What follows belongs to an exercise in optimizing a design on an open flow for small area; a production flow would make more cautious choices.
At most, simulation tests tie the RTL to the original design; equivalence was not proved.
Function not checked in run 1: the RTL went through the layout flow alone.
Power figures rest on the tool's default switching activity, not on a simulated workload.

**config.mk**
```make
export PLATFORM = sky130hd
export DESIGN_NAME = c_subset_token_scanner
export DESIGN_NICKNAME = c_subset_token_scanner
export VERILOG_FILES = /design/flow/design.v
export SDC_FILE = /design/flow/constraint.sdc
export NUM_CORES = 4
export LEC_CHECK = 0
export CAP_MARGIN = 20
export CORE_MARGIN = 2
export CORE_UTILIZATION = 40
export CTS_BUF_LIST = sky130_fd_sc_hd__clkbuf_4 sky130_fd_sc_hd__clkbuf_8
export SLEW_MARGIN = 20
```
**constraint.sdc**
```tcl
create_clock -name core_clock -period 8.0 [get_ports {clk}]
set_input_delay 1.6000 -clock core_clock [delete_from_list [all_inputs] [get_ports {clk}]]
set_output_delay 1.6000 -clock core_clock [all_outputs]
set_load 0.01 [all_outputs]
```
**flow/run.sh**
```bash
#!/bin/bash
set -euo pipefail
export BUFFER_PORTS_ARGS="-buffer_cell sky130_fd_sc_hd__buf_1"
export CTS_ARGS="-sink_clustering_enable -repair_clock_nets -dont_use_dummy_load -sink_clustering_size 20 -sink_clustering_max_diameter 60 -buf_list {sky130_fd_sc_hd__clkbuf_4 sky130_fd_sc_hd__clkbuf_8}"
bash standard.sh > standard_flow.log 2>&1
```
**design.v**
```verilog
package cst_pkg;
  localparam int LINE_W   = 16;
  localparam int START_W  = 24;
  localparam int LENGTH_W = 16;
  localparam int ENTRY_W = 71;
  localparam logic [3:0] TK_NONE = 4'd2;
endpackage
module cst_front (
  input  logic        clk,
  input  logic        rst,
  input  logic        src_valid,
  input  logic [8:0]  src_item,
  input  logic        full,
  output logic        fire,
  output logic        push,
  output logic [70:0] last_entry
);
  localparam logic [2:0] MODE_IDLE     = 3'd0;
  localparam logic [2:0] MODE_IDENT    = 3'd1;
  localparam logic [2:0] MODE_NUMBER   = 3'd2;
  localparam logic [2:0] MODE_NUMDOT   = 3'd3;
  localparam logic [2:0] MODE_FRACTION = 3'd4;
  localparam logic [2:0] MODE_SLASH    = 3'd5;
  localparam logic [2:0] MODE_COMMENT  = 3'd6;
  logic [2:0]  mode, mode_next;
  logic [3:0]  kw_progress, kw_next;
  logic        finished, finished_next;
  logic [15:0] line_q;
  logic [23:0] origin_q, count_q;
  logic        op_line, op_load, op_dot;
  logic [1:0]  op_add;
  logic [2:0]  fk_q;
  logic [3:0]  tk_q;
  logic [15:0] line_cur;
  logic [23:0] origin_cur, count_cur;
  logic        eos, active;
  logic [7:0]  c;
  logic        is_letter, is_digit, is_ws, is_lf, is_slash, is_dot, is_punct;
  logic [3:0]  pkind, kw_start, kw_adv;
  logic        do_flush, do_start, cont;
  logic [1:0]  cnt_add;
  logic [24:0] count_sum;
  logic [16:0] line_sum;
  logic [25:0] offset_sum;
  logic [2:0]  fk;
  logic [3:0]  tk;
  assign fire   = src_valid && !full;
  assign eos    = src_item[0];
  assign c      = src_item[8:1];
  assign active = fire && !eos && !finished;
  assign is_letter = (c >= 8'h61 && c <= 8'h7A) || (c >= 8'h41 && c <= 8'h5A) || c == 8'h5F;
  assign is_digit  = c >= 8'h30 && c <= 8'h39;
  assign is_ws     = c == 8'h20 || c == 8'h09 || c == 8'h0D;
  assign is_lf     = c == 8'h0A;
  assign is_slash  = c == 8'h2F;
  assign is_dot    = c == 8'h2E;
  always_comb begin
    is_punct = 1'b1;
    case (c)
      8'h28:   pkind = 4'd4;
      8'h29:   pkind = 4'd5;
      8'h7B:   pkind = 4'd6;
      8'h7D:   pkind = 4'd7;
      8'h5B:   pkind = 4'd8;
      8'h5D:   pkind = 4'd9;
      8'h3B:   pkind = 4'd10;
      8'h7E:   pkind = 4'd11;
      8'h2D:   pkind = 4'd12;
      default: begin pkind = 4'd1; is_punct = 1'b0; end
    endcase
  end
  always_comb begin
    case (c)
      8'h69:   kw_start = 4'd1;
      8'h76:   kw_start = 4'd4;
      8'h72:   kw_start = 4'd8;
      default: kw_start = 4'd0;
    endcase
  end
  always_comb begin
    kw_adv = 4'd0;
    case (kw_progress)
      4'd1:  if (c == 8'h6E) kw_adv = 4'd2;
      4'd2:  if (c == 8'h74) kw_adv = 4'd3;
      4'd4:  if (c == 8'h6F) kw_adv = 4'd5;
      4'd5:  if (c == 8'h69) kw_adv = 4'd6;
      4'd6:  if (c == 8'h64) kw_adv = 4'd7;
      4'd8:  if (c == 8'h65) kw_adv = 4'd9;
      4'd9:  if (c == 8'h74) kw_adv = 4'd10;
      4'd10: if (c == 8'h75) kw_adv = 4'd11;
      4'd11: if (c == 8'h72) kw_adv = 4'd12;
      4'd12: if (c == 8'h6E) kw_adv = 4'd13;
      default: kw_adv = 4'd0;
    endcase
  end
  always_comb begin
    cont    = 1'b0;
    cnt_add = 2'd1;
    case (mode)
      MODE_IDENT:    cont = is_letter || is_digit;
      MODE_NUMBER:   begin cont = is_digit || is_dot; cnt_add = {1'b0, !is_dot}; end
      MODE_NUMDOT:   begin cont = is_digit; cnt_add = 2'd2; end
      MODE_FRACTION: cont = is_digit;
      MODE_SLASH:    cont = is_slash;
      MODE_COMMENT:  cont = 1'b1;
      default:       cont = 1'b0;
    endcase
  end
  assign do_start = active && !cont;
  assign do_flush = (fire && eos && !finished) || do_start;
  always_comb begin
    mode_next     = mode;
    kw_next       = kw_progress;
    finished_next = finished;
    if (active) begin
      if (cont) begin
        kw_next = kw_adv;
        case (mode)
          MODE_NUMBER:  if (is_dot) mode_next = MODE_NUMDOT;
          MODE_NUMDOT:  mode_next = MODE_FRACTION;
          MODE_SLASH:   mode_next = MODE_COMMENT;
          MODE_COMMENT: if (is_lf) mode_next = MODE_IDLE;
          default:      mode_next = mode;
        endcase
      end else begin
        kw_next = kw_start;
        if (is_slash)       mode_next = MODE_SLASH;
        else if (is_letter) mode_next = MODE_IDENT;
        else if (is_digit)  mode_next = MODE_NUMBER;
        else                mode_next = MODE_IDLE;
      end
    end
    if (fire && eos) begin
      finished_next = 1'b1;
      mode_next     = MODE_IDLE;
      kw_next       = 4'd0;
    end
  end
  always_comb begin
    fk = 3'd0;
    if (do_flush) begin
      case (mode)
        MODE_IDENT: begin
          case (kw_progress)
            4'd3:    fk = 3'd5;
            4'd7:    fk = 3'd6;
            4'd13:   fk = 3'd7;
            default: fk = 3'd3;
          endcase
        end
        MODE_NUMBER, MODE_FRACTION: fk = 3'd2;
        MODE_NUMDOT:                fk = 3'd4;
        MODE_SLASH:                 fk = 3'd1;
        default:                    fk = 3'd0;
      endcase
    end
  end
  always_comb begin
    tk = cst_pkg::TK_NONE;
    if (fire && eos)
      tk = 4'd0;
    else if (do_start && !(is_ws || is_lf || is_slash || is_letter || is_digit))
      tk = pkind;
  end
  assign push = fire && (fk != 3'd0 || tk != cst_pkg::TK_NONE);
  assign offset_sum = {1'b0, origin_q, 1'b1} + {1'b0, count_q, op_dot};
  assign count_sum  = {1'b0, count_q} + {23'd0, op_add};
  assign line_sum   = {1'b0, line_q} + 17'd1;
  assign line_cur   = op_line ? (line_sum[15:0] | {16{line_sum[16]}}) : line_q;
  assign origin_cur = op_load ? (offset_sum[24:1] | {24{offset_sum[25]}}) : origin_q;
  assign count_cur  = op_load ? {22'd0, op_add} : (count_sum[23:0] | {24{count_sum[24]}});
  assign last_entry = {line_q, origin_q, count_q, fk_q, tk_q};
  always_ff @(posedge clk) begin
    if (rst) begin
      mode     <= MODE_IDLE;
      finished <= 1'b0;
      line_q   <= 16'd1;
      origin_q <= '0;
      count_q  <= '0;
      op_line  <= 1'b0;
      op_load  <= 1'b0;
      op_add   <= 2'd0;
    end else begin
      mode     <= mode_next;
      finished <= finished_next;
      if (fire) begin
        line_q   <= line_cur;
        origin_q <= origin_cur;
        count_q  <= count_cur;
        op_line  <= active && is_lf;
        op_load  <= do_flush;
        op_add   <= (active && cont) ? cnt_add : {1'b0, do_start};
      end
    end
  end
  always_ff @(posedge clk) begin
    kw_progress <= kw_next;
    if (fire) begin
      op_dot <= (mode == MODE_NUMDOT);
      fk_q   <= fk;
      tk_q   <= tk;
    end
  end
endmodule
module cst_queue (
  input  logic        clk,
  input  logic        rst,
  input  logic        fire,
  input  logic        push,
  input  logic [70:0] last_entry,
  output logic        full,
  input  logic        pop,
  output logic [70:0] head,
  output logic        empty
);
  logic [70:0] store [3];
  logic [1:0]  rd_ptr, wr_ptr, count;
  logic        last_held;      
  logic        pop_last, pop_store, wr;
  assign full      = (count == 2'd3) && last_held;
  assign empty     = (count == 2'd0) && !last_held;
  assign head      = (count == 2'd0) ? last_entry : store[rd_ptr];
  assign pop_last  = pop && (count == 2'd0);
  assign pop_store = pop && (count != 2'd0);
  assign wr        = fire && last_held && !pop_last;
  always_ff @(posedge clk) begin
    if (wr) store[wr_ptr] <= last_entry;
  end
  always_ff @(posedge clk) begin
    if (rst) begin
      rd_ptr    <= 2'd0;
      wr_ptr    <= 2'd0;
      count     <= 2'd0;
      last_held <= 1'b0;
    end else begin
      if (wr)        wr_ptr <= (wr_ptr == 2'd2) ? 2'd0 : wr_ptr + 2'd1;
      if (pop_store) rd_ptr <= (rd_ptr == 2'd2) ? 2'd0 : rd_ptr + 2'd1;
      count <= count + {1'b0, wr} - {1'b0, pop_store};
      if (fire)          last_held <= push;
      else if (pop_last) last_held <= 1'b0;
    end
  end
endmodule
module cst_back (
  input  logic        clk,
  input  logic        rst,
  input  logic [70:0] head,
  input  logic        empty,
  output logic        pop,
  output logic        tok_valid,
  input  logic        tok_ready,
  output logic [60:0] tok_item
);
  logic [15:0] line;
  logic [23:0] o, n;
  logic [2:0]  fk;
  logic [3:0]  tk;
  logic [1:0]  idx, fc, last_idx;
  logic        tv, is_last, sel_f0, sel_f1, sel_t, numdot, n_big;
  logic [3:0]  kind, f0_kind;
  logic [23:0] start;
  logic [25:0] sum;
  logic [15:0] length;
  assign {line, o, n, fk, tk} = head;
  assign numdot   = (fk == 3'd4);
  assign fc       = {numdot, (fk != 3'd0) && !numdot};
  assign tv       = (tk != cst_pkg::TK_NONE);
  assign last_idx = fc + {1'b0, tv} - 2'd1;
  assign is_last  = (idx == last_idx);
  assign sel_f0   = (idx == 2'd0) && (fk != 3'd0);
  assign sel_f1   = (idx == 2'd1) && numdot;
  assign sel_t    = !sel_f0 && !sel_f1;
  always_comb begin
    case (fk)
      3'd1:    f0_kind = 4'd1;
      3'd3:    f0_kind = 4'd3;
      3'd5:    f0_kind = 4'd13;
      3'd6:    f0_kind = 4'd14;
      3'd7:    f0_kind = 4'd15;
      default: f0_kind = 4'd2;
    endcase
  end
  assign sum = {1'b0, o, 1'b1} + {1'b0, n & {24{!sel_f0}}, numdot && sel_t};
  always_comb begin
    start = sum[24:1];
    if (sum[25]) start = {23'h7FFFFF, sel_t};
    else if (sel_f1 && sum[24:1] == 24'hFFFFFF) start = 24'hFFFFFE;
  end
  assign n_big = |n[23:16];
  always_comb begin
    if (sel_f0) begin
      kind   = f0_kind;
      length = n[15:0] | {16{n_big}};
    end else if (sel_f1) begin
      kind   = 4'd1;
      length = 16'd1;
    end else begin
      kind   = tk;
      length = {15'd0, tk != 4'd0};
    end
  end
  assign tok_valid = !empty;
  assign pop       = tok_valid && tok_ready && is_last;
  assign tok_item  = {kind, line, start, length, is_last};
  always_ff @(posedge clk) begin
    if (rst) begin
      idx <= 2'd0;
    end else if (tok_valid && tok_ready) begin
      idx <= is_last ? 2'd0 : idx + 2'd1;
    end
  end
endmodule
module c_subset_token_scanner (
  input  logic        clk,
  input  logic        rst,
  input  logic        src_valid,
  output logic        src_ready,
  input  logic [8:0]  src_item,
  output logic        tok_valid,
  input  logic        tok_ready,
  output logic [60:0] tok_item
);
  logic        fire, push, pop, full, empty;
  logic [70:0] last_entry, head;
  assign src_ready = !full;
  cst_front u_front (
    .clk       (clk),
    .rst       (rst),
    .src_valid (src_valid),
    .src_item  (src_item),
    .full      (full),
    .fire      (fire),
    .push      (push),
    .last_entry(last_entry)
  );
  cst_queue u_queue (
    .clk       (clk),
    .rst       (rst),
    .fire      (fire),
    .push      (push),
    .last_entry(last_entry),
    .full      (full),
    .pop       (pop),
    .head      (head),
    .empty     (empty)
  );
  cst_back u_back (
    .clk      (clk),
    .rst      (rst),
    .head     (head),
    .empty    (empty),
    .pop      (pop),
    .tok_valid(tok_valid),
    .tok_ready(tok_ready),
    .tok_item (tok_item)
  );
endmodule
```
**standard.sh**
```bash
#!/bin/bash
# synth_recipe.tcl (not shown) runs the flow's synth.tcl, then flattens the netlist and writes it again
# the make line also repeats each setting of config.mk as NAME=value (left out here)
make -C /OpenROAD-flow-scripts/flow DESIGN_CONFIG=/design/flow/config.mk WORK_HOME=/design/flow/orfs CLKGATE_MAP_FILE= SYNTH_SCRIPT=/design/flow/synth_recipe.tcl "${@:-finish}"
```
==> summary.md, run 1 <==
The flow ran to the end and the layout has no timing, DRC or antenna violations. The final cell utilization of the core was 43.4%. The hold buffer count at CTS was 0; the vertical extent of the die was 208 um. For the worst setup timing slack at the placement stage, the log shows 1.37 ns. The highest-delay cell along the critical path is sky130_fd_sc_hd__buf_4. Summing the areas of all xor and xnor instances in the mapped netlist gives 3.04% of the synthesized area. The worst path needs 7.23 ns of the cycle, external delays included. The run gives 17800 um2 as the area of all placed cells without fillers.

Of the total synthesized cell area, the portion taken by full adders, half adders and majority gates is 4.55%. Counting instances in the post-synthesis netlist gives the leading cell types as 246 x sky130_fd_sc_hd__nor2_1, 221 x sky130_fd_sc_hd__edfxtp_1, 217 x sky130_fd_sc_hd__a21oi_1, 171 x sky130_fd_sc_hd__nand2_1, 87 x sky130_fd_sc_hd__dfxtp_1. For this design the static power due to leakage is 6.30 nW.

The actual slew at the worst max-slew pin works out to 1.14 ns. Summed over all instances, the cell type with the most area after synthesis is sky130_fd_sc_hd__edfxtp_1. The die covers 43400 um2. The tools report the number of distinct library cells after synthesis as 84. The number of setup buffers added after CTS is 0. The top cell type's share of synthesized area came out at 39.7%.

Most frequent cell after synthesis: sky130_fd_sc_hd__nor2_1. Cells with a size suffix above 1 make up 4.51% of the layout. Compared with the post-synthesis result, the final layout area differs by 6.50%. The initial utilization of the core area, before any placement, comes to 40.7%. The worst stage delay on the critical path is 0.56 ns, and the setup clock skew after layout is 0.114 ns. The post-CTS clock slew at the launch and capture registers of the worst setup and hold paths came out at 0.10 ns. The initial antenna violation count is 0, and the data required time of the worst path is 6.40 ns. Detailed-router iteration count before antenna repair: 5. The detailed router finished its first iteration with 817 violations. Walking the worst path, the cells encountered are buf_4 -> o211ai_4 -> nand2_1 -> o21a_1 -> buf_4 -> nor2_1 -> ha_1 -> and4_1 -> nand2_1 -> a211oi_2 -> o31ai_1 -> nand2_1 -> mux2_2 -> nor4_2 -> nand4_1 -> o41ai_2 -> mux2i_1 -> buf_1. By startpoint and endpoint, the worst setup path is classified as flop to output pin. At the end of the flow, the number of nets in the layout was 1826. Dividing the detail-routed wire length by the instance count gives 18.7 um. The post-synthesis share of cell area spent on and, or, nand and nor gates is 17.6%. In the post-synthesis netlist, the biggest area contributors are sky130_fd_sc_hd__edfxtp_1 40%, sky130_fd_sc_hd__dfxtp_1 10%, sky130_fd_sc_hd__a21oi_1 6.5%, sky130_fd_sc_hd__nor2_1 5.5%, sky130_fd_sc_hd__mux2i_1 4.5%. The combinational family with the most area after synthesis was simple AND/OR/NAND/NOR gates. The tools report the type of origin of the critical path as a flop.

The final sum of negative setup slack is 0 ns. 0 antenna diodes ended up in the layout. Global routing used 19.2% of the available tracks. The final hold slack was 0.475 ns; the count of state elements after synthesis was 308.

The count of final max-slew check failures was 0; the compound-gate portion of the synthesized area was 16.6%. The post-synthesis async set-or-reset flop share is 0%. The number of sinks on the clock net is 308, and the clock insertion delay at the later pin of the skew report is 0.62 ns.

After detailed placement, the total cell area comes to 17400 um2. The area inside the core boundary is 41000 um2. The count of endpoints failing setup in the final report came out at 0. 76 I/O pins were placed.

The detail route stage leaves a number of antenna-violating nets equal to 0. The weighted congestion reported at the end of routability-driven placement came out at 0.896. Number of I/O port buffers: 75. The half-perimeter wire length of the detailed placement result came out at 29.2 mm. IR analysis of the VDD net gives a maximum drop of 0.142 mV.

The tools report the number of global-route vias before repair as 12000. Setup slack of the critical path after layout: 0.774 ns. Entering global routing, the biggest net connects 112 pins. In the synthesized netlist the dominant register cell turns out to be sky130_fd_sc_hd__edfxtp_1. The maximum net fanout on the critical path is 59. The floorplan step set the die width to 208 um. TritonCTS built the clock tree. TritonCTS created 26 clock buffers.

The post-synthesis cell area is 16700 um2. Of the post-synthesis cell area, the part taken by muxes is 4.90%. Critical path data arrival time: 5.63 ns. Dividing the detail-routed via count by the number of cells gives 5.65.

Counting every instance in the synthesized netlist gives 1733. In this run, synthesis inferred 221 flip-flops with an integrated enable. In this run the deepest clock path goes through 3 buffers. The worst hold path belongs to the class flop to flop. The final period utilization is 90.3%.

The power per cell area is 228 nW/um2, and the number of gates resized after CTS is 0. Setup repair after global routing left no endpoint under its margin. After synthesis, flip-flops and latches occupy 50.1% of the total area. Across the run, the number of max-cap violations was 0. The logs give 138 MHz for the upper clock frequency limit and 0 for the total overflow reported by the global router. For this block, the routed nets add up to 42.8 mm of wire.

For the relative slew slack, the log shows 24.1%. The total vias in the final route was 12900. In the routed design, unresolved DRC markers number 0.

The count of final hold-check violations was 0; the global-route wire length before repair was 67.1 mm. The tools report the type of destination of the critical path as an output pin. The run gives 74 as the number of cell rows.

Counting every net in the synthesized netlist gives 1805. The Yosys step of the flow raised 3 warnings. The mean area per synthesized cell came out at 9.64 um2. Among the stages of the critical path, the cell type that occurs most often is sky130_fd_sc_hd__nand2_1.

The tools report the cell at the root of the clock tree as sky130_fd_sc_hd__clkbuf_8. The depth of the CTS H-tree is 1.
kinds of logic (layout without fill, tap and decap cells):
family                   Yosys count  count (layout)
AO/OA/AOI/OAI                    464             464
XOR/XNOR                          58              58
adder cells (fa/ha/maj)           59              59
buffers and inverters            127             146
flip-flops                       308             308
multiplexers                      81              81
AND/OR/NAND/NOR                  636             636
layout make-up:
| cell class | count | area [um2] |
|---|---|---|
| fillers | 3957 | 23200 |
| repair buffers | 92 | 435 |
| flip-flops and latches | 308 | 8390 |
| clock buffers | 26 | 358 |
| well taps | 532 | 666 |
| multi-input cells | 1298 | 7850 |
| inverters | 28 | 106 |
report_power, final:
part	total (mW)	switching [mW]	internal, mW
registers	1.80	0.0433	1.76
clock network	0.764	0.474	0.289
logic	1.49	1.03	0.464
flip-flops by register name, indices dropped and copies added, names as in the netlist, 2 cells and up, named ones only:
| name | flops |
|---|---|
| u_front.mode | 3 |
| u_queue.rd_ptr | 2 |
| u_front.line_q | 16 |
| u_front.tk_q | 4 |
| u_back.idx | 2 |
| u_front.count_q | 24 |
| u_queue.store | 213 |
| u_queue.wr_ptr | 2 |
| u_queue.count | 2 |
| u_front.kw_progress | 4 |
| u_front.op_add | 2 |
| u_front.fk_q | 3 |
| u_front.origin_q | 24 |
layout by cell type (no fill, tap or decap), types with 34 or more instances in the layout:
| cell type | n |
|---|---|
| sky130_fd_sc_hd__xor2_1 | 34 |
| sky130_fd_sc_hd__nand2_1 | 171 |
| sky130_fd_sc_hd__a21oi_1 | 217 |
| sky130_fd_sc_hd__ha_1 | 56 |
| sky130_fd_sc_hd__nor2_1 | 245 |
| sky130_fd_sc_hd__edfxtp_1 | 221 |
| sky130_fd_sc_hd__buf_1 | 74 |
| sky130_fd_sc_hd__nand3_1 | 42 |
| sky130_fd_sc_hd__mux2i_1 | 75 |
| sky130_fd_sc_hd__dfxtp_1 | 85 |
| sky130_fd_sc_hd__nor3_1 | 46 |
| sky130_fd_sc_hd__o21ai_0 | 75 |
worst max-delay path: cells and delay by family (launching register included):
| kind | cells | cell delay (ns) |
|---|---|---|
| compound gates | 5 | 1.38 |
| simple gates | 7 | 1.19 |
| buf+inv | 3 | 0.99 |
| mux | 2 | 0.50 |
| flops | 1 | 0.49 |
| fa+ha+maj | 1 | 0.47 |
final timing paths:
check / slack, ns / cells after the start / end / startpoint
worst max register to register: 3.19 / 18 / u_queue.store[1][26] / flop
worst min register to register: 0.47 / 2 / u_front.op_add[0] / u_front.op_add[0]
worst min-delay path: 0.47 / 2 / u_front.op_add[0] / u_front.op_add[0]
worst max-delay path: 0.77 / 18 / tok_item[17] / flop
per-layer routing:
layer	GRT usage, %	vias to the layer above	share of wire (%)
li1	-	6351	-
met1	27.8	6188	48
met2	31.0	325	45
met3	2.40	44	5.4
met4	3.92	0	1.5
met5	0	-	0
through the flow:
stage / total power, mW / cells
final: 4.05 / 2284
after global routing: 4.29 / 2284
after CTS: 4.10 / 2284
after detailed placement: 3.33 / 2258
after global placement: 3.31 / 2257
after floorplan: 2.79 / 1733
==> run 2, diff against run 1 <==
--- a/design.v
+++ b/design.v
@@ -215,4 +215,6 @@
 );
   logic [70:0] store [3];
+  logic [70:0] src [4];
+  logic [1:0]  head_sel;
   logic [1:0]  rd_ptr, wr_ptr, count;
   logic        last_held;      
@@ -220,5 +222,10 @@
   assign full      = (count == 2'd3) && last_held;
   assign empty     = (count == 2'd0) && !last_held;
-  assign head      = (count == 2'd0) ? last_entry : store[rd_ptr];
+  assign src[0]    = store[0];
+  assign src[1]    = store[1];
+  assign src[2]    = store[2];
+  assign src[3]    = last_entry;
+  assign head_sel  = (count == 2'd0) ? 2'd3 : rd_ptr;
+  assign head      = src[head_sel];
   assign pop_last  = pop && (count == 2'd0);
   assign pop_store = pop && (count != 2'd0);
==> flow/run.sh (replaced) <==
#!/bin/bash
# Own layout flow: the standard flow with three changes.
#  1. After the standard synthesis, the combinational logic is mapped again
#     by ABC for area (remap.ys, area.abc); every register keeps the
#     instance, name and cell the standard synthesis gave it.
#  2. Port buffers are the smallest buffer cell.
#  3. Clock tree synthesis uses larger sink clusters and no dummy loads.
# Each tool's full output goes to a log file in this folder.
set -euo pipefail
HERE=$(pwd)
R=$HERE/orfs/results/$FLOW_PLATFORM/c_subset_token_scanner/base
LIB=$FLOW_HOME/platforms/$FLOW_PLATFORM/lib/sky130_fd_sc_hd__tt_025C_1v80.lib
YOSYS=$FLOW_HOME/../tools/install/yosys/bin/yosys
[[ -x $YOSYS ]] || YOSYS=yosys

bash standard.sh synth > 1_standard_synth.log 2>&1
cp "$R/1_2_yosys.v" "$HERE/1_2_yosys_standard.v"

python3 flow/mklibs.py "$LIB" "$HERE/comb.lib" "$HERE/abc.lib" > 2_mklibs.log 2>&1
sed -e "s#@LIB@#$LIB#; s#@COMB@#$HERE/comb.lib#; s#@ABCLIB@#$HERE/abc.lib#" \
    -e "s#@IN@#$HERE/1_2_yosys_standard.v#; s#@TOP@#$FLOW_TOP#" \
    -e "s#@SCRIPT@#$HERE/flow/area.abc#; s#@OUT@#$HERE/1_2_yosys_remapped.v#" \
    flow/remap.ys.in > remap.ys
"$YOSYS" -l 3_remap.log remap.ys > /dev/null 2>&1
cp "$HERE/1_2_yosys_remapped.v" "$R/1_2_yosys.v"
rm -f "$R/1_synth.odb" "$R/1_synth.sdc"

export BUFFER_PORTS_ARGS="-buffer_cell sky130_fd_sc_hd__buf_1"
export CTS_ARGS="-sink_clustering_enable -repair_clock_nets -dont_use_dummy_load -sink_clustering_size 20 -sink_clustering_max_diameter 60 -buf_list {sky130_fd_sc_hd__clkbuf_4 sky130_fd_sc_hd__clkbuf_8}"
bash standard.sh > 4_standard_layout.log 2>&1
==> flow/area.abc (new file) <==
strash; dc2; dc2; &get -n; &dch -f; &nf -R 1000; &put
==> flow/mklibs.py (new file) <==
#!/usr/bin/env python3
"""Write two cut-down copies of the platform liberty for remap.ys:
comb.lib - every combinational cell (no ff/latch/statetable), read as white boxes
abc.lib  - the cells ABC may map to: comb.lib less the platform's don't-use
           (lpflow, probe) cells and cells without a function."""
import re, sys
src, comb_out, abc_out = sys.argv[1:4]
t = open(src).read()
idx = [m.start() for m in re.finditer(r'\n\s*cell\s*\(', t)]
head = t[:idx[0]]
end = t.rindex('}')
cells = [t[idx[i]:(idx[i + 1] if i + 1 < len(idx) else end)] for i in range(len(idx))]
comb, abc = [], []
for c in cells:
    name = re.search(r'cell\s*\(\s*"?(\w+)', c).group(1)
    if re.search(r'\n\s*(ff|latch|statetable)\s*\(', c):
        continue
    comb.append(c)
    if 'lpflow' in name or 'probe' in name or not re.search(r'function\s*:', c):
        continue
    abc.append(c)
open(comb_out, 'w').write(head + ''.join(comb) + '\n}\n')
open(abc_out, 'w').write(head + ''.join(abc) + '\n}\n')
print(len(cells), 'cells;', len(comb), 'combinational;', len(abc), 'for ABC')
==> flow/remap.ys.in (new file) <==
# Re-map the combinational logic of the standard synthesis netlist for area.
# Registers (and every other sequential cell) stay the cells and instances
# that the standard synthesis made; only the logic between them changes.
read_liberty -lib @LIB@
read_liberty -wb -overwrite @COMB@
read_verilog @IN@
hierarchy -top @TOP@
flatten -wb
opt -fast
abc -liberty @ABCLIB@ -script @SCRIPT@
opt_clean -purge
splitnets
opt_clean -purge
hilomap -singleton -hicell sky130_fd_sc_hd__conb_1 HI -locell sky130_fd_sc_hd__conb_1 LO
insbuf -buf sky130_fd_sc_hd__buf_4 A X
opt_clean -purge
stat -liberty @LIB@
write_verilog -noattr -noexpr -nohex -nodec @OUT@
--- a/config.mk
+++ b/config.mk
@@ -8,5 +8,5 @@
 export CAP_MARGIN = 20
 export CORE_MARGIN = 2
-export CORE_UTILIZATION = 40
-export CTS_BUF_LIST = sky130_fd_sc_hd__clkbuf_4 sky130_fd_sc_hd__clkbuf_8
+export CORE_UTILIZATION = 65
+export PLACE_DENSITY = 0.75
 export SLEW_MARGIN = 20
==> run 2 against run 1 <==
Design area decreased by 9.1%. Flip-flop and latch count decreased by 2. Synthesized cell count decreased by 18%. Final cell count decreased by 19%. Highest routed layer unchanged.
==> summary.md, run 2 <==
The flow ran to the end and the layout has no timing, DRC or antenna violations. Setup clock skew after layout: 0.0745 ns (was 0.114 ns). Number of global-route vias before repair: 11300 (was 12000).

The detail-routed via count per cell came out at 6.60 (was 5.65). Sequence of cells on the critical path: nor2_1 -> buf_4 -> a21oi_4 -> buf_6 -> buf_4 -> o221ai_1 -> or4_1 -> and3_1 -> nor4b_1 -> nor4b_1 -> nand3_1 -> or4_1 -> or4_1 -> or4_1 -> nor4_1 -> and3_1 -> o32ai_1 -> buf_1 (was buf_4 -> o211ai_4 -> nand2_1 -> o21a_1 -> buf_4 -> nor2_1 -> ha_1 -> and4_1 -> nand2_1 -> a211oi_2 -> o31ai_1 -> nand2_1 -> mux2_2 -> nor4_2 -> nand4_1 -> o41ai_2 -> mux2i_1 -> buf_1). The final cell utilization of the core is 72.1% (was 43.4%), and the total vias in the final route is 12200 (was 12900). The post-CTS clock slew at the launch and capture registers of the worst setup and hold paths is 0.08 ns (was 0.10 ns), and the antenna diode count is 0 (unchanged). The number of standard cells in the final layout excluding fillers came out at 1841 (was 2284). The number of violations reported at the end of detailed-routing iteration 0 was 965 (was 817); the die outline width was 154 um (was 208 um). The vertical extent of the die is 154 um (was 208 um), and the overall routed net length is 39.2 mm (was 42.8 mm). The instance count of the mapped netlist came out at 1416 (was 1733). The maximum net fanout on the critical path works out to 36 (was 59). The dominant cell type by count on the critical path is sky130_fd_sc_hd__or4_1 (was sky130_fd_sc_hd__nand2_1). The shortest clock period the worst path allows after layout works out to 7.74 ns (was 7.23 ns).

The tools report the clock insertion delay at the later pin of the skew report as 0.61 ns (was 0.62 ns). Max-cap check violation count: 0 (unchanged). The logs give 3 (unchanged) for the maximum count of clock buffers along a single path and 22400 um2 (was 41000 um2) for the area inside the core boundary. The run gives 0 (unchanged) as the count of endpoints failing setup in the final report. Top Registers: u_queue.store (213), u_front.count_q (24), u_front.origin_q (24) (unchanged). Global-route wire length before repair: 60.6 mm (was 67.1 mm).

The wire length per cell was 21.3 um (was 18.7 um). Most frequent cells in the layout: 221 x sky130_fd_sc_hd__edfxtp_1, 161 x sky130_fd_sc_hd__nor2_1, 157 x sky130_fd_sc_hd__nand2_1 (was 245 x sky130_fd_sc_hd__nor2_1, 221 x sky130_fd_sc_hd__edfxtp_1, 217 x sky130_fd_sc_hd__a21oi_1). The detailed-router iteration count before antenna repair is 6 (was 5). TritonCTS built the clock tree. The final period utilization was 96.7% (was 90.3%); the actual slew at the worst max-slew pin was 1.10 ns (was 1.14 ns).

The flip-flop count of the largest register after layout works out to 213 (unchanged). The die area came out at 23800 um2 (was 43400 um2). Register with the most flip-flops: u_queue.store (unchanged).

The run gives 14700 um2 (was 16700 um2) as the post-synthesis cell area. The logs give 306 (was 308) for the number of sinks on the clock net and 25 (was 26) for the number of buffers added by the clock tree synthesis step. The worst stage delay on the critical path came out at 0.64 ns (was 0.56 ns). The relative slew slack is 26.6% (was 24.1%). The cell at the root of the clock tree is sky130_fd_sc_hd__clkbuf_8 (unchanged). The tools report the total overflow reported by the global router as 0 (unchanged). The net count reported at finish was 1571 (was 1826); the half-perimeter wire length of the detailed placement result was 25.9 mm (was 29.2 mm). The post-route antenna net violation count was 0 (unchanged); the area growth from synthesis to layout was 10.0% (was 6.50%).

The run gives 6.14 ns (was 5.63 ns) as the critical path data arrival time. The run gives 0.264 ns (was 0.774 ns) as the setup slack of the critical path after layout. The power per cell area is 325 nW/um2 (was 228 nW/um2), and the worst setup timing slack at the placement stage is 0.166 ns (was 1.37 ns). The highest-delay cell along the critical path is sky130_fd_sc_hd__or4_1 (was sky130_fd_sc_hd__buf_4). The upper clock frequency limit came out at 129 MHz (was 138 MHz).

The largest delay contributor family on the critical path was simple AND/OR/NAND/NOR gates (was compound AO/OA/AOI/OAI gates). Mean area per synthesized cell: 10.4 um2 (was 9.64 um2). Type of destination of the critical path: an output pin (unchanged).

Start-to-end type of the worst setup path: flop to output pin (unchanged). The count of buffer and inverter cells on the critical path is 4 (was 3), and the data required time of the worst path is 6.40 ns (about the same). Commonest non-fill, non-tap cell in the layout: sky130_fd_sc_hd__edfxtp_1 (was sky130_fd_sc_hd__nor2_1). Depth of the CTS H-tree: 1 (unchanged). Final sum of negative setup slack: 0 ns (unchanged).

The count of pins on the block boundary came out at 76 (unchanged). The run gives 0 (unchanged) as the initial antenna violation count. The cell total after placement is 1809 (was 2258), and the initial cell density of the core is 65.6% (was 40.7%). Type of origin of the critical path: a flop (unchanged). The pin count of the biggest net entering global routing is 64 (was 112), and the total DRC errors in the routed layout is 0 (unchanged).

The count of final hold-check violations is 0 (unchanged), and the number of I/O port buffers is 75 (unchanged). The post-synth net total is 1429 (was 1805), and the weighted congestion reported at the end of routability-driven placement is 0.995 (was 0.896). The number of warnings printed during yosys synthesis came out at 4 (was 3). The number of cell rows is 55 (was 74). Fraction of final layout cells sized beyond drive strength 1: 6.23% (was 4.51%). The tools report the register-to-register setup slack as 2.69 ns (was 3.19 ns). The hold buffer count at CTS was 0 (unchanged); the count of final max-slew check failures was 0 (unchanged).

The global router's overall resource usage is 32.2% (was 19.2%). The classification of the worst-slack hold path is flop to flop (unchanged). The tools report the standby leakage power as 5.26 nW (was 6.30 nW). The peak ir drop on the vdd network is 0.208 mV (was 0.142 mV).
-- run 2: timing repair --
action                     4_1_cts  5_1_grt
setup endpoints to repair        1        1
buffers inserted                 0        7
gates resized for setup          9       20
pin swaps                        0        4
-- run 2: worst reg2reg max path, cell delays in order (launching register included) --
cell	delay (ns)
sky130_fd_sc_hd__dfxtp_1	0.52
sky130_fd_sc_hd__xnor2_1	0.14
sky130_fd_sc_hd__or3_1	0.42
sky130_fd_sc_hd__a21oi_1	0.19
sky130_fd_sc_hd__a21oi_1	0.10
sky130_fd_sc_hd__o21ai_0	0.33
sky130_fd_sc_hd__maj3_1	0.30
sky130_fd_sc_hd__o21a_1	0.14
sky130_fd_sc_hd__a21oi_1	0.06
sky130_fd_sc_hd__nand2_1	0.10
sky130_fd_sc_hd__o21ai_0	0.12
sky130_fd_sc_hd__a21oi_1	0.29
sky130_fd_sc_hd__nor2b_1	0.26
sky130_fd_sc_hd__nor2_1	0.07
sky130_fd_sc_hd__nand2_1	0.07
sky130_fd_sc_hd__o211ai_1	0.22
sky130_fd_sc_hd__o311a_1	0.41
sky130_fd_sc_hd__nor2_1	0.10
sky130_fd_sc_hd__a21oi_1	0.08
sky130_fd_sc_hd__o211ai_1	0.25
sky130_fd_sc_hd__o211ai_1	0.16
sky130_fd_sc_hd__and3_1	0.24
sky130_fd_sc_hd__nor2_1	0.16
sky130_fd_sc_hd__a21oi_2	0.07
sky130_fd_sc_hd__buf_4	0.24
sky130_fd_sc_hd__a21oi_1	0.19
-- run 2: report_power, final --
group          leakage [nW]  internal, mW  switching [mW]  total (mW)
sequential             2.75          1.76          0.0513        1.81
clock                 0.180         0.279           0.467       0.746
combinational          2.33         0.870            1.83        2.70
total                  5.26          2.91            2.35        5.26
-- run 2: through the flow --
| step | power (mW) | hold WS, ns | instance area, um2 |
|---|---|---|---|
| final | 5.26 | 0.461 | 16200 |
| after global routing | 5.51 | 0.499 | 16200 |
| after CTS | 5.13 | 0.502 | 16100 |
| after detailed placement | 4.38 | 0.484 | 15700 |
| after global placement | 4.35 | 0.482 | 15700 |
| after floorplan | 3.42 | 0.458 | 14700 |
-- run 2: worst paths after layout --
kind	start	end	depth (start not counted)
worst max-delay path	u_queue.count[0]	tok_item[17]	18
worst max register to register	u_front.count_q[1]	u_front.origin_q[0]	25
worst min register to register	u_queue.count[1]	u_queue.count[1]	1
worst min-delay path	u_queue.count[1]	u_queue.count[1]	1
-- run 2: area by class of cell --
type                       count  area (um2)
fill                        1711        6260
inverter                      26        97.6
multi-input combinational   1084        6430
tap                          285         357
sequential                   306        8340
clock buffer                  25         344
timing repair buffer         115         607
-- run 2: layer usage --
| metal | global-route usage (%) | vias to the layer above | share of wire (%) |
|---|---|---|---|
| met5 | 0 | - | 0 |
| met4 | 9.79 | 0 | 3.2 |
| met2 | 53.1 | 605 | 47 |
| met1 | 45.5 | 5756 | 42 |
| met3 | 3.70 | 105 | 8.4 |
| li1 | - | 5693 | - |
==> run 3, diff against run 2 <==
--- a/config.mk
+++ b/config.mk
@@ -8,5 +8,4 @@
 export CAP_MARGIN = 20
 export CORE_MARGIN = 2
-export CORE_UTILIZATION = 65
-export PLACE_DENSITY = 0.75
+export CORE_UTILIZATION = 40
 export SLEW_MARGIN = 20
==> run 3 against run 2 <==
Sequential power barely moved. Clock-buffer cell count up 4. Via count is 2.7% lower. Non-clock buffer count shrank 1. Critical path type unchanged. Setup slack improved by 0.0030 ns. Wire length rose by 4.4%. Flip-flop and latch count unchanged. Clock skew decreased by 0.025 ns. Total power is 0.40% higher. First-iteration DRC count down 2.2%. Fmax barely moved.
==> summary.md, run 3 <==
The flow ran to the end and the layout has no timing, DRC or antenna violations. For the worst setup timing slack at the placement stage, the log shows 0.133 ns (was 0.166 ns). The detail-routed via count per cell is 5.84 (was 6.60). The logs give 0 (unchanged) for the count of endpoints failing setup in the final report and 6.13 ns (was 6.14 ns) for the critical path data arrival time. The actual slew at the worst max-slew pin was 1.04 ns (was 1.10 ns); the max-cap check violation count was 0 (unchanged). Worst flop-to-flop path startpoint: u_front.count_q[1] (unchanged). The depth of the worst register-to-register path came out at 25 (unchanged). Number of sinks on the clock net: 306 (unchanged). The logs give 1416 (unchanged) for the instance count of the mapped netlist and 1993 (was 1809) for the cell total after placement. The run gives 14700 um2 (unchanged) as the post-synthesis cell area. The standby leakage power was 5.29 nW (was 5.26 nW). The global-route wire length before repair is 63.6 mm (was 60.6 mm). The setup slack of the critical path after layout is 0.267 ns (was 0.264 ns), and the post-route antenna net violation count is 0 (unchanged).

The post-CTS clock slew at the launch and capture registers of the worst setup and hold paths was 0.10 ns (was 0.08 ns); the final hold slack was 0.467 ns (was 0.461 ns). For the post-synth net total, the log shows 1429 (unchanged). Type of destination of the critical path: an output pin (unchanged). For the register-to-register setup slack, the log shows 2.50 ns (was 2.69 ns). The initial cell density of the core was 40.4% (was 65.6%). The type of origin of the critical path was a flop (unchanged). For the weighted congestion reported at the end of routability-driven placement, the log shows 0.879 (was 0.995).

The end point of the most critical hold path was u_queue.store[1][4] (was u_queue.count[1]). The logs give 3 (unchanged) for the maximum count of clock buffers along a single path and 36400 um2 (was 22400 um2) for the area inside the core boundary. The vertical extent of the die came out at 196 um (was 154 um). The top routing layer in use was met4 (unchanged). The pin count of the biggest net entering global routing is 61 (was 64). The wire length per cell works out to 20.2 um (was 21.3 um). Register with the most flip-flops: u_queue.store (unchanged). For the upper clock frequency limit, the log shows 129 MHz (about the same). The run gives 0 (unchanged) as the antenna diode count. Top Registers: u_queue.store (213), u_front.count_q (24), u_front.origin_q (24) (unchanged). Count of pins on the block boundary: 76 (unchanged). The number of standard cells in the final layout excluding fillers is 2027 (was 1841).

The final total power was 5.28 mW (was 5.26 mW). The final sum of negative setup slack is 0 ns (unchanged), and the power per cell area is 321 nW/um2 (was 325 nW/um2). The number of I/O port buffers is 75 (unchanged). Final period utilization: 96.7% (about the same).

Classification of the worst-slack hold path: flop to flop (unchanged). Overall routed net length: 40.9 mm (was 39.2 mm). The clock insertion delay at the later pin of the skew report came out at 0.60 ns (was 0.61 ns). The run gives 2.20 mm (was 3.28 mm) as the routed wire length on met3. The depth of the CTS H-tree came out at 1 (unchanged).

The hold buffer count at CTS was 0 (unchanged). The area growth from synthesis to layout is 11.8% (was 10.0%), and the maximum net fanout on the critical path is 16 (was 36). The terminus of the critical flop-to-flop path was u_front.origin_q[10] (was u_front.origin_q[0]). TritonCTS built the clock tree. The commonest non-fill, non-tap cell in the layout is sky130_fd_sc_hd__edfxtp_1 (unchanged). The run gives 30.1% (was 26.6%) as the relative slew slack. The run gives 0 (unchanged) as the total DRC errors in the routed layout. The total overflow reported by the global router was 0 (unchanged); the die outline width was 196 um (was 154 um). The run gives 11400 (was 11300) as the number of global-route vias before repair. The tools report the hold path startpoint as u_front.fk_q[0] (was u_queue.count[1]).

The start-to-end type of the worst setup path is flop to output pin (unchanged). The logs give 0 (unchanged) for the count of final max-slew check failures and 19.0 mm (was 18.3 mm) for the met2 wirelength from detailed routing. The peak ir drop on the vdd network came out at 0.200 mV (was 0.208 mV). Cell at the root of the clock tree: sky130_fd_sc_hd__clkbuf_8 (unchanged).

The fraction of final layout cells sized beyond drive strength 1 is 6.29% (was 6.23%). Most frequent cells in the layout: 221 x sky130_fd_sc_hd__edfxtp_1, 160 x sky130_fd_sc_hd__nor2_1, 156 x sky130_fd_sc_hd__nand2_1 (was 221 x sky130_fd_sc_hd__edfxtp_1, 161 x sky130_fd_sc_hd__nor2_1, 157 x sky130_fd_sc_hd__nand2_1). For the sum of routed wire segments on met1, the log shows 18.7 mm (was 16.3 mm). The number of buffers added by the clock tree synthesis step is 29 (was 25). The mean area per synthesized cell came out at 10.4 um2 (unchanged). The run gives 1574 (was 1571) as the net count reported at finish. The initial antenna violation count is 0 (unchanged). The global router's overall resource usage is 21.0% (was 32.2%), and the number of cells on the worst hold path is 0 (was 1). The shortest clock period the worst path allows after layout is 7.73 ns (was 7.74 ns). The logs give 4 (unchanged) for the number of warnings printed during yosys synthesis and 5 (was 6) for the detailed-router iteration count before antenna repair. Half-perimeter wire length of the detailed placement result: 27.4 mm (was 25.9 mm).

The flip-flop count of the largest register after layout is 213 (unchanged), and the data required time of the worst path is 6.40 ns (about the same). The tools report the number of cell rows as 70 (was 55). Total vias in the final route: 11800 (was 12200). The logs give 0 (unchanged) for the count of final hold-check violations and 0.0490 ns (was 0.0745 ns) for the setup clock skew after layout. The die area came out at 38300 um2 (was 23800 um2). Number of violations reported at the end of detailed-routing iteration 0: 944 (was 965).
## run 3: worst max-delay path by stage
stage | from | endpoint | slack [ns] | cells past startpoint
2_1_floorplan | u_queue.rd_ptr[1] | tok_item[17] | -0.006 | 22
3_3_place_gp | u_queue.count[1] | tok_item[17] | 0.26 | 26
3_5_place_dp | u_queue.count[1] | tok_item[17] | 0.13 | 26
4_1_cts | u_queue.count[1] | tok_item[17] | 0.003 | 27
5_1_grt | u_queue.count[1] | tok_item[17] | -0.02 | 21
6_report | u_queue.count[1] | tok_item[17] | 0.27 | 21
## run 3: power breakdown
| group | internal, mW | switching (mW) |
|---|---|---|
| clock network | 0.321 | 0.484 |
| registers | 1.76 | 0.0489 |
| logic | 0.853 | 1.81 |
## run 3: cell type report
cell class,count,area [um2]
Timing Repair Buffer,114,583
Tap cell,468,586
Multi-Input combinational cell,1084,6440
Clock buffer,29,399
Fill cell,3484,20000
Inverter,26,97.6
Sequential cell,306,8340
## run 3: worst max-delay path: stages, from the launching register on
cell and delay (ns):
sky130_fd_sc_hd__dfxtp_1 0.42, sky130_fd_sc_hd__nor2_2 0.08, sky130_fd_sc_hd__nor2_2 0.20, sky130_fd_sc_hd__nand2_2 0.14
sky130_fd_sc_hd__o221ai_2 0.20, sky130_fd_sc_hd__clkinv_1 0.10, sky130_fd_sc_hd__nor2_2 0.20, sky130_fd_sc_hd__nor3_2 0.06
sky130_fd_sc_hd__a21o_1 0.23, sky130_fd_sc_hd__buf_6 0.18, sky130_fd_sc_hd__or4_1 0.62, sky130_fd_sc_hd__and3_1 0.24
sky130_fd_sc_hd__nor4b_1 0.34, sky130_fd_sc_hd__nor4b_1 0.29, sky130_fd_sc_hd__nand3_1 0.22, sky130_fd_sc_hd__or4_1 0.45
sky130_fd_sc_hd__or4_1 0.39, sky130_fd_sc_hd__or4_1 0.42, sky130_fd_sc_hd__nor4_1 0.18, sky130_fd_sc_hd__and3_2 0.29
sky130_fd_sc_hd__o32ai_1 0.13, sky130_fd_sc_hd__buf_1 0.16
## run 3: timing repair
action                     in CTS  in global routing
resized for setup              10                 18
pin swaps                       1                  3
setup buffers                   0                  5
cloned                          0                  0
hold endpoints to repair        0                  0
setup endpoints to repair       1                  1
## run 3: through the flow
stage	util (%)	area [um2]
global placement	43.6	15900
global route	45.1	16400
floorplan	-	14700
CTS	44.8	16300
detailed placement	43.6	15900
finish	45.1	16400
## run 3: per-layer routing
layer  vias to the layer above  GRT usage [%]
met5                         -              0
met4                         0           5.81
met3                        69           2.10
met2                       359           34.6
met1                      5702           29.6
li1                       5704              -
==> run 4, diff against run 3 <==
--- a/design.v
+++ b/design.v
@@ -17,10 +17,12 @@
 );
   localparam logic [2:0] MODE_IDLE     = 3'd0;
-  localparam logic [2:0] MODE_IDENT    = 3'd1;
-  localparam logic [2:0] MODE_NUMBER   = 3'd2;
-  localparam logic [2:0] MODE_NUMDOT   = 3'd3;
-  localparam logic [2:0] MODE_FRACTION = 3'd4;
-  localparam logic [2:0] MODE_SLASH    = 3'd5;
-  localparam logic [2:0] MODE_COMMENT  = 3'd6;
+  localparam logic [2:0] MODE_NUMBER   = 3'd1;
+  localparam logic [2:0] MODE_NUMDOT   = 3'd2;
+  localparam logic [2:0] MODE_FRACTION = 3'd3;
+  localparam logic [2:0] MODE_SLASH    = 3'd4;
+  localparam logic [2:0] MODE_COMMENT  = 3'd5;
+  localparam logic [2:0] MODE_IDENT    = 3'd7;
+  localparam logic [4:0] ST_FINISHED   = 5'd6;
+  logic [4:0]  st;
   logic [2:0]  mode, mode_next;
   logic [3:0]  kw_progress, kw_next;
@@ -28,5 +30,5 @@
   logic [15:0] line_q;
   logic [23:0] origin_q, count_q;
-  logic        op_line, op_load, op_dot;
+  logic        op_line, op_load;
   logic [1:0]  op_add;
   logic [2:0]  fk_q;
@@ -45,4 +47,7 @@
   logic [2:0]  fk;
   logic [3:0]  tk;
+  assign mode        = st[4] ? MODE_IDENT : (st == ST_FINISHED ? MODE_IDLE : st[2:0]);
+  assign kw_progress = st[3:0];
+  assign finished    = (st == ST_FINISHED);
   assign fire   = src_valid && !full;
   assign eos    = src_item[0];
@@ -164,5 +169,5 @@
   end
   assign push = fire && (fk != 3'd0 || tk != cst_pkg::TK_NONE);
-  assign offset_sum = {1'b0, origin_q, 1'b1} + {1'b0, count_q, op_dot};
+  assign offset_sum = {1'b0, origin_q, 1'b1} + {1'b0, count_q, fk_q == 3'd4};
   assign count_sum  = {1'b0, count_q} + {23'd0, op_add};
   assign line_sum   = {1'b0, line_q} + 17'd1;
@@ -173,6 +178,5 @@
   always_ff @(posedge clk) begin
     if (rst) begin
-      mode     <= MODE_IDLE;
-      finished <= 1'b0;
+      st       <= 5'd0;
       line_q   <= 16'd1;
       origin_q <= '0;
@@ -182,6 +186,6 @@
       op_add   <= 2'd0;
     end else begin
-      mode     <= mode_next;
-      finished <= finished_next;
+      st       <= finished_next ? ST_FINISHED :
+                  (mode_next == MODE_IDENT) ? {1'b1, kw_next} : {2'b00, mode_next};
       if (fire) begin
         line_q   <= line_cur;
@@ -195,7 +199,5 @@
   end
   always_ff @(posedge clk) begin
-    kw_progress <= kw_next;
     if (fire) begin
-      op_dot <= (mode == MODE_NUMDOT);
       fk_q   <= fk;
       tk_q   <= tk;
@@ -215,32 +217,33 @@
 );
   logic [70:0] store [3];
-  logic [70:0] src [4];
-  logic [1:0]  head_sel;
-  logic [1:0]  rd_ptr, wr_ptr, count;
+  logic [2:0]  rd_oh, wr_oh;
+  logic [1:0]  count;
+  logic        none_stored;    
   logic        last_held;      
   logic        pop_last, pop_store, wr;
-  assign full      = (count == 2'd3) && last_held;
-  assign empty     = (count == 2'd0) && !last_held;
-  assign src[0]    = store[0];
-  assign src[1]    = store[1];
-  assign src[2]    = store[2];
-  assign src[3]    = last_entry;
-  assign head_sel  = (count == 2'd0) ? 2'd3 : rd_ptr;
-  assign head      = src[head_sel];
-  assign pop_last  = pop && (count == 2'd0);
-  assign pop_store = pop && (count != 2'd0);
-  assign wr        = fire && last_held && !pop_last;
+  assign none_stored = (count == 2'd0);
+  assign full        = (count == 2'd3) && last_held;
+  assign empty       = none_stored && !last_held;
+  assign head        = ({71{!none_stored && rd_oh[0]}} & store[0])
+                     | ({71{!none_stored && rd_oh[1]}} & store[1])
+                     | ({71{!none_stored && rd_oh[2]}} & store[2])
+                     | ({71{none_stored}} & last_entry);
+  assign pop_last    = pop && none_stored;
+  assign pop_store   = pop && !none_stored;
+  assign wr          = fire && last_held && !pop_last;
   always_ff @(posedge clk) begin
-    if (wr) store[wr_ptr] <= last_entry;
+    for (int i = 0; i < 3; i++) begin
+      if (wr && wr_oh[i]) store[i] <= last_entry;
+    end
   end
   always_ff @(posedge clk) begin
     if (rst) begin
-      rd_ptr    <= 2'd0;
-      wr_ptr    <= 2'd0;
+      rd_oh     <= 3'b001;
+      wr_oh     <= 3'b001;
       count     <= 2'd0;
       last_held <= 1'b0;
     end else begin
-      if (wr)        wr_ptr <= (wr_ptr == 2'd2) ? 2'd0 : wr_ptr + 2'd1;
-      if (pop_store) rd_ptr <= (rd_ptr == 2'd2) ? 2'd0 : rd_ptr + 2'd1;
+      if (wr)        wr_oh <= {wr_oh[1:0], wr_oh[2]};
+      if (pop_store) rd_oh <= {rd_oh[1:0], rd_oh[2]};
       count <= count + {1'b0, wr} - {1'b0, pop_store};
       if (fire)          last_held <= push;
--- a/flow/run.sh
+++ b/flow/run.sh
@@ -28,3 +28,4 @@
 export BUFFER_PORTS_ARGS="-buffer_cell sky130_fd_sc_hd__buf_1"
 export CTS_ARGS="-sink_clustering_enable -repair_clock_nets -dont_use_dummy_load -sink_clustering_size 20 -sink_clustering_max_diameter 60 -buf_list {sky130_fd_sc_hd__clkbuf_4 sky130_fd_sc_hd__clkbuf_8}"
+export RECOVER_POWER=100
 bash standard.sh > 4_standard_layout.log 2>&1
--- a/config.mk
+++ b/config.mk
@@ -6,6 +6,6 @@
 export NUM_CORES = 4
 export LEC_CHECK = 0
-export CAP_MARGIN = 20
+export CAP_MARGIN = 0
 export CORE_MARGIN = 2
 export CORE_UTILIZATION = 40
-export SLEW_MARGIN = 20
+export SLEW_MARGIN = 0
==> run 4 against run 3 <==
Now fails the layout checks on max-capacitance violations, max-slew violations. Total power fell by 43%. Combinational power decreased by about 80%. Largest cell class unchanged. Clock skew is 0.0036 ns higher. Non-clock buffer count decreased by 8. Synthesized area is 2.4% lower. Flip-flop and latch count down 2. Critical path depth decreased by 1. Critical path type unchanged. Via count down 1.5%. Global-route usage decreased by 0.33 points. Register-to-register slack lost 0.66 ns. Utilization fell by 0.16 points.
==> summary.md, run 4 <==
Shortest clock period the worst path allows after layout: 7.77 ns (was 7.73 ns). The run gives 35500 um2 (was 36400 um2) as the area inside the core boundary. The tools report the final total power as 3.02 mW (was 5.28 mW). The number of buffers added by the clock tree synthesis step was 24 (was 29). Commonest non-fill, non-tap cell in the layout: sky130_fd_sc_hd__edfxtp_1 (unchanged). The tools report the post-synth net total as 1386 (was 1429).

The depth of the worst register-to-register path was 13 (was 25); the setup slack of the critical path after layout was 0.231 ns (was 0.267 ns). The total vias in the final route is 11700 (was 11800). Type of destination of the critical path: an output pin (unchanged). The depth of the CTS H-tree was 1 (unchanged); the final hold slack was 0.478 ns (was 0.467 ns). The number of global-route vias before repair is 11000 (was 11400). The net count reported at finish is 1519 (was 1574), and the count of final max-slew check failures is 59 (was 0). The tools report the number of sinks on the clock net as 304 (was 306).

Classification of the worst-slack hold path: flop to flop (unchanged). The logs give 4 (unchanged) for the number of warnings printed during yosys synthesis and 0 ns (unchanged) for the final sum of negative setup slack. Total of fill cells in the finished design: 3394 (was 3484).

The maximum net fanout on the critical path is 17 (was 16). A clean result was blocked by max-capacitance violations, max-slew violations. Number of standard cells in the final layout excluding fillers: 1965 (was 2027). The initial antenna violation count was 0 (unchanged); the post-route antenna net violation count was 0 (unchanged).

TritonCTS built the clock tree. The logs give 0 (unchanged) for the count of endpoints failing setup in the final report and 5 (unchanged) for the detailed-router iteration count before antenna repair. The maximum count of clock buffers along a single path came out at 3 (unchanged). Top Registers: u_queue.store (213), u_front.count_q (24), u_front.origin_q (24) (unchanged). The run gives 950 (was 944) as the number of violations reported at the end of detailed-routing iteration 0.

Detail-routed via count per cell: 5.93 (was 5.84). The tools report the instance count of the mapped netlist as 1373 (was 1416). The half-perimeter wire length of the detailed placement result was 25.9 mm (was 27.4 mm); the wire length per cell was 20.5 um (was 20.2 um). The run finished, with violations left. The critical path data arrival time was 6.17 ns (was 6.13 ns); the total overflow reported by the global router was 0 (unchanged). Die outline width: 193 um (was 196 um). The antenna diode count is 0 (unchanged), and the overall routed net length is 40.3 mm (was 40.9 mm). For the global router's overall resource usage, the log shows 20.7% (was 21.0%). The global-route wire length before repair came out at 62.3 mm (was 63.6 mm). The logs give 0.853 (was 0.879) for the weighted congestion reported at the end of routability-driven placement and 1931 (was 1993) for the cell total after placement. The actual slew at the worst max-slew pin came out at 2.69 ns (was 1.04 ns). The tools report the hold buffer count at CTS as 0 (unchanged). The number of cell rows is 69 (was 70). The relative slew slack is -79.8% (was 30.1%). The post-CTS clock slew at the launch and capture registers of the worst setup and hold paths came out at 0.12 ns (was 0.10 ns).

The run gives 0 (unchanged) as the total DRC errors in the routed layout. The peak ir drop on the vdd network is 0.0993 mV (was 0.200 mV), and the clock insertion delay at the later pin of the skew report is 0.58 ns (was 0.60 ns). The number of cells on the worst hold path works out to 2 (was 0). The tools report the initial cell density of the core as 40.4% (about the same). For the pin count of the biggest net entering global routing, the log shows 78 (was 61). The upper clock frequency limit came out at 129 MHz (about the same). The register with the most flip-flops is u_queue.store (unchanged). The logs give 2 (was 0) for the max-cap check violation count and 76 (unchanged) for the count of pins on the block boundary.

The data required time of the worst path came out at 6.40 ns (about the same). Most frequent cells in the layout: 220 x sky130_fd_sc_hd__edfxtp_1, 179 x sky130_fd_sc_hd__nand2_1, 146 x sky130_fd_sc_hd__nor2_1 (was 221 x sky130_fd_sc_hd__edfxtp_1, 160 x sky130_fd_sc_hd__nor2_1, 156 x sky130_fd_sc_hd__nand2_1). Start-to-end type of the worst setup path: flop to output pin (unchanged).

Setup repair after global routing could not meet its margin everywhere. The number of I/O port buffers is 75 (unchanged), and the post-synthesis cell area is 14400 um2 (was 14700 um2). The flip-flop count of the largest register after layout was 213 (unchanged). The type of origin of the critical path was a flop (unchanged).

The final cell utilization of the core is 45.0% (was 45.1%), and the mean area per synthesized cell is 10.5 um2 (was 10.4 um2). The area growth from synthesis to layout came out at 11.2% (was 11.8%). The power per cell area is 189 nW/um2 (was 321 nW/um2), and the area of all placed cells without fillers is 16000 um2 (was 16400 um2). Area of placed instances: 15500 um2 (was 15900 um2).

The logs give 37400 um2 (was 38300 um2) for the die area and 5.30 nW (was 5.29 nW) for the standby leakage power. The final period utilization was 97.1% (was 96.7%). The setup clock skew after layout was 0.0526 ns (was 0.0490 ns); the fraction of final layout cells sized beyond drive strength 1 was 5.72% (was 6.29%). The count of final hold-check violations is 0 (unchanged), and the worst setup timing slack at the placement stage is 0.327 ns (was 0.133 ns).

The cell at the root of the clock tree is sky130_fd_sc_hd__clkbuf_8 (unchanged). The vertical extent of the die was 193 um (was 196 um).
[run 4: final cells by class]
cell class              count  area, um2  share of cell area [%]
flip-flops and latches    304       8290                    52.0
multi-input cells        1042       6120                    38.3
well taps                 461        577                    3.61
repair buffers            106        536                    3.36
clock buffers              24        330                    2.07
inverters                  28        105                   0.659
[run 4: worst max-delay path, cell delays in order, from the launching register on]
cell and delay (ns):
sky130_fd_sc_hd__dfxtp_2 0.36, sky130_fd_sc_hd__a222oi_1 0.40, sky130_fd_sc_hd__nand2_1 0.09, sky130_fd_sc_hd__nand2_1 0.10
sky130_fd_sc_hd__o21a_1 0.18, sky130_fd_sc_hd__nor3_2 0.07, sky130_fd_sc_hd__or2_4 0.31, sky130_fd_sc_hd__buf_4 0.20
sky130_fd_sc_hd__o21a_1 0.23, sky130_fd_sc_hd__nor2_1 0.28, sky130_fd_sc_hd__nand2_1 0.11, sky130_fd_sc_hd__o221a_1 0.28
sky130_fd_sc_hd__xor2_1 0.20, sky130_fd_sc_hd__or4_4 0.53, sky130_fd_sc_hd__or4_1 0.43, sky130_fd_sc_hd__or4_1 0.52
sky130_fd_sc_hd__or3_1 0.32, sky130_fd_sc_hd__or4_4 0.46, sky130_fd_sc_hd__o41ai_4 0.22, sky130_fd_sc_hd__mux2i_2 0.13
sky130_fd_sc_hd__clkbuf_2 0.15
[run 4: per-layer routing]
metal  vias up  global-route usage, %  wire length [um]
li1       5565                      -                 -
met1      5712                   28.2             17900
met2       337                   35.8             19500
met3        39                   2.28              2230
met4         0                   3.87               620
met5         -                      0                 0
[run 4: worst paths after layout]
kind                    start              endpoint  slack (ns)
max reg2reg  u_queue.count[1]  u_queue.store[0][43]        1.84
min          u_queue.wr_oh[0]      u_queue.wr_oh[0]        0.48
max          u_queue.rd_oh[0]          tok_item[17]        0.23
min reg2reg  u_queue.wr_oh[0]      u_queue.wr_oh[0]        0.48
[run 4: repair_timing]
| item | CTS | global route |
|---|---|---|
| pin swaps | 1 | 8 |
| gates resized for setup | 6 | 20 |
| buffers inserted | 0 | 9 |
| gates cloned | 1 | 0 |
| setup endpoints to repair | 23 | 23 |
[run 4: report_power, final]
part	internal [mW]	switching (mW)	total, mW
logic	0.163	0.363	0.526
registers	1.72	0.0374	1.75
clock network	0.269	0.475	0.744
total	2.15	0.875	3.02
==> run 5, diff against run 4 <==
--- a/flow/run.sh
+++ b/flow/run.sh
@@ -28,4 +28,3 @@
 export BUFFER_PORTS_ARGS="-buffer_cell sky130_fd_sc_hd__buf_1"
 export CTS_ARGS="-sink_clustering_enable -repair_clock_nets -dont_use_dummy_load -sink_clustering_size 20 -sink_clustering_max_diameter 60 -buf_list {sky130_fd_sc_hd__clkbuf_4 sky130_fd_sc_hd__clkbuf_8}"
-export RECOVER_POWER=100
 bash standard.sh > 4_standard_layout.log 2>&1
--- a/config.mk
+++ b/config.mk
@@ -6,6 +6,6 @@
 export NUM_CORES = 4
 export LEC_CHECK = 0
-export CAP_MARGIN = 0
+export CAP_MARGIN = 20
 export CORE_MARGIN = 2
 export CORE_UTILIZATION = 40
-export SLEW_MARGIN = 0
+export SLEW_MARGIN = 20
==> run 5 against run 4 <==
Now clean on timing, DRC and antenna. Total power about the same. Synthesized area unchanged. Setup slack gained 0.0023 ns. Non-clock buffer count stayed put. Critical path type unchanged. Critical endpoint unchanged. Largest power group unchanged. Highest routed layer unchanged.
==> summary.md, run 5 <==
The run finished with no timing, DRC or antenna violations. The power dissipated by switching net loads was 874 uW (was 875 uW); the actual slew at the worst max-slew pin was 0.950 ns (was 2.69 ns). Relative slew slack: 36.5% (was -79.8%).

The detail-routed via count per cell is 5.93 (about the same), and the register-to-register setup slack is 1.85 ns (was 1.84 ns). The logs give 78 (unchanged) for the pin count of the biggest net entering global routing and 0 (unchanged) for the total overflow reported by the global router. The layer with the highest usage after global routing was met2 (unchanged). The number of violations reported at the end of detailed-routing iteration 0 is 982 (was 950), and the die outline width is 193 um (unchanged).

The tools report the critical path data arrival time as 6.17 ns (about the same). The count of pins on the block boundary came out at 76 (unchanged). The classification of the worst-slack hold path was flop to flop (unchanged).

The die area was 37400 um2 (unchanged). The worst flop-to-flop path startpoint is u_front.fk_q[0] (was u_queue.count[1]). The final period utilization came out at 97.1% (about the same). The tools report the overall routed net length as 40.2 mm (was 40.3 mm).

The depth of the CTS H-tree was 1 (unchanged); the number of cell rows was 69 (unchanged). The run gives 0 (unchanged) as the count of endpoints failing setup in the final report. The register with the most flip-flops was u_queue.store (unchanged). The vertical extent of the die works out to 193 um (unchanged).

The setup clock skew after layout came out at 0.0537 ns (was 0.0526 ns). The total vias in the final route was 11700 (about the same). The initial antenna violation count came out at 0 (unchanged). The met2 track demand over resource is 35.8% (unchanged).

The clock share of power is 24.6% (about the same). The number of buffers added by the clock tree synthesis step was 24 (unchanged); the wire length per cell was 20.5 um (about the same). The run gives 0.58 ns (about the same) as the clock insertion delay at the later pin of the skew report.

For the global-route wire length before repair, the log shows 62.3 mm (unchanged). Most frequent cells in the layout: 220 x sky130_fd_sc_hd__edfxtp_1, 179 x sky130_fd_sc_hd__nand2_1, 145 x sky130_fd_sc_hd__nor2_1 (was 220 x sky130_fd_sc_hd__edfxtp_1, 179 x sky130_fd_sc_hd__nand2_1, 146 x sky130_fd_sc_hd__nor2_1). Mean area per synthesized cell: 10.5 um2 (unchanged). The logs give 0.853 (unchanged) for the weighted congestion reported at the end of routability-driven placement and 3 (unchanged) for the maximum count of clock buffers along a single path. The post-CTS clock slew at the launch and capture registers of the worst setup and hold paths is 0.12 ns (about the same), and the count of final hold-check violations is 0 (unchanged). The post-synth net total is 1386 (unchanged). The cell at the root of the clock tree is sky130_fd_sc_hd__clkbuf_8 (unchanged).

The logs give 11000 (unchanged) for the number of global-route vias before repair and 0 (unchanged) for the total DRC errors in the routed layout. The logs give 2.28% (unchanged) for the met3 usage in global routing and 4 (unchanged) for the number of warnings printed during yosys synthesis. The depth of the worst register-to-register path works out to 28 (was 13).

The commonest non-fill, non-tap cell in the layout was sky130_fd_sc_hd__edfxtp_1 (unchanged). The maximum net fanout on the critical path was 17 (unchanged); the global routing met1 resource utilization was 28.2% (unchanged). The final hold slack was 0.502 ns (was 0.478 ns).

For the post-synthesis cell area, the log shows 14400 um2 (unchanged). The power per cell area came out at 189 nW/um2 (about the same). The tools report the area inside the core boundary as 35500 um2 (unchanged).

The shortest clock period the worst path allows after layout is 7.77 ns (about the same). Setup repair after global routing could not meet its margin everywhere. The terminus of the critical flop-to-flop path is u_front.origin_q[11] (was u_queue.store[0][43]). The antenna diode count is 0 (unchanged), and the fraction of final layout cells sized beyond drive strength 1 is 6.05% (was 5.72%). The setup slack of the critical path after layout is 0.233 ns (was 0.231 ns). The run gives 6.40 ns (about the same) as the data required time of the worst path. The detailed-router iteration count before antenna repair is 6 (was 5). TritonCTS built the clock tree. The tools report the count of final max-slew check failures as 0 (was 59). The run gives 20.7% (unchanged) as the global router's overall resource usage. The tools report the start point of the critical path as u_queue.rd_oh[0] (unchanged). For the number of sinks on the clock net, the log shows 304 (unchanged). The tools report the post-route antenna net violation count as 0 (unchanged). The run gives 25.9 mm (unchanged) as the half-perimeter wire length of the detailed placement result. The worst setup timing slack at the placement stage was 0.327 ns (unchanged); the instance count of the mapped netlist was 1373 (unchanged). The run gives 40.4% (unchanged) as the initial cell density of the core.

Standby leakage power: 5.30 nW (about the same).
-- run 5: worst min path at each step --
stage,start,to,slack (ns),cells past startpoint
3_5_place_dp,u_queue.wr_oh[2],u_queue.wr_oh[2],0.48,2
4_1_cts,u_queue.wr_oh[2],u_queue.wr_oh[2],0.51,2
5_1_grt,u_front.tk_q[1],u_queue.store[2][1],0.52,0
6_report,u_queue.wr_oh[2],u_queue.wr_oh[2],0.50,2
3_3_place_gp,u_queue.wr_oh[2],u_queue.wr_oh[2],0.47,2
2_1_floorplan,u_queue.wr_oh[0],u_queue.wr_oh[0],0.44,2
-- run 5: power groups by stage --
stage	Combinational, mW	Clock (mW)	Sequential (mW)
2_1_floorplan	0.306	0	1.79
3_3_place_gp	0.502	0	1.79
3_5_place_dp	0.505	0	1.79
4_1_cts	0.510	0.762	1.75
5_1_grt	0.576	0.814	1.76
6_report	0.526	0.742	1.75
-- run 5: critical path: stages (launching register included) --
cell,delay (ns)
sky130_fd_sc_hd__dfxtp_2,0.36
sky130_fd_sc_hd__a222oi_1,0.40
sky130_fd_sc_hd__nand2_1,0.09
sky130_fd_sc_hd__nand2_1,0.10
sky130_fd_sc_hd__o21a_1,0.18
sky130_fd_sc_hd__nor3_2,0.07
sky130_fd_sc_hd__or2_4,0.31
sky130_fd_sc_hd__buf_4,0.20
sky130_fd_sc_hd__o21a_1,0.22
sky130_fd_sc_hd__nor2_1,0.28
sky130_fd_sc_hd__nand2_1,0.11
sky130_fd_sc_hd__o221a_1,0.28
sky130_fd_sc_hd__xor2_1,0.20
sky130_fd_sc_hd__or4_4,0.53
sky130_fd_sc_hd__or4_1,0.43
sky130_fd_sc_hd__or4_1,0.52
sky130_fd_sc_hd__or3_1,0.32
sky130_fd_sc_hd__or4_4,0.46
sky130_fd_sc_hd__o41ai_4,0.22
sky130_fd_sc_hd__mux2i_2,0.13
sky130_fd_sc_hd__clkbuf_2,0.15
-- run 5: layout make-up --
cell class / instances / area, um2
clock buffers: 24 / 330
fillers: 3391 / 19500
inverters: 28 / 105
multi-input cells: 1042 / 6140
flip-flops and latches: 304 / 8290
well taps: 461 / 577
repair buffers: 106 / 539
-- run 5: stage by stage --
stage	TNS [ns]	cell area [um2]	cells	util, %	power [mW]
4_1_cts	0	15800	1956	44.6	3.03
6_report	0	16000	1965	45.0	3.02
3_5_place_dp	0	15500	1931	43.6	2.29
5_1_grt	-0.163	16000	1965	45.0	3.15
3_3_place_gp	0	15500	1931	43.6	2.29
2_1_floorplan	0	14400	1373	-	2.09
-- run 5: timing repair --
action,4_1_cts,5_1_grt
buffers inserted,0,9
gates cloned,1,0
setup endpoints to repair,23,23
gates resized for setup,6,20
hold buffers,0,0
pin swaps,1,8
-- run 5: layer usage --
layer / up-vias / routed length (um) / part of all wire, %
met1: 5691 / 17800 / 44
met2: 353 / 19500 / 48
li1: 5569 / - / -
met4: 0 / 621 / 1.5
met3: 39 / 2330 / 5.8
met5: - / 0 / 0

Setup slack of run 5, layout unchanged: 0.233 ns with ideal ports, 0.188 ns with driving cells assumed (clock clkbuf_16, inputs buf_2), 0.789 ns with port delays also shifted by the 0.601 ns mid clock arrival.
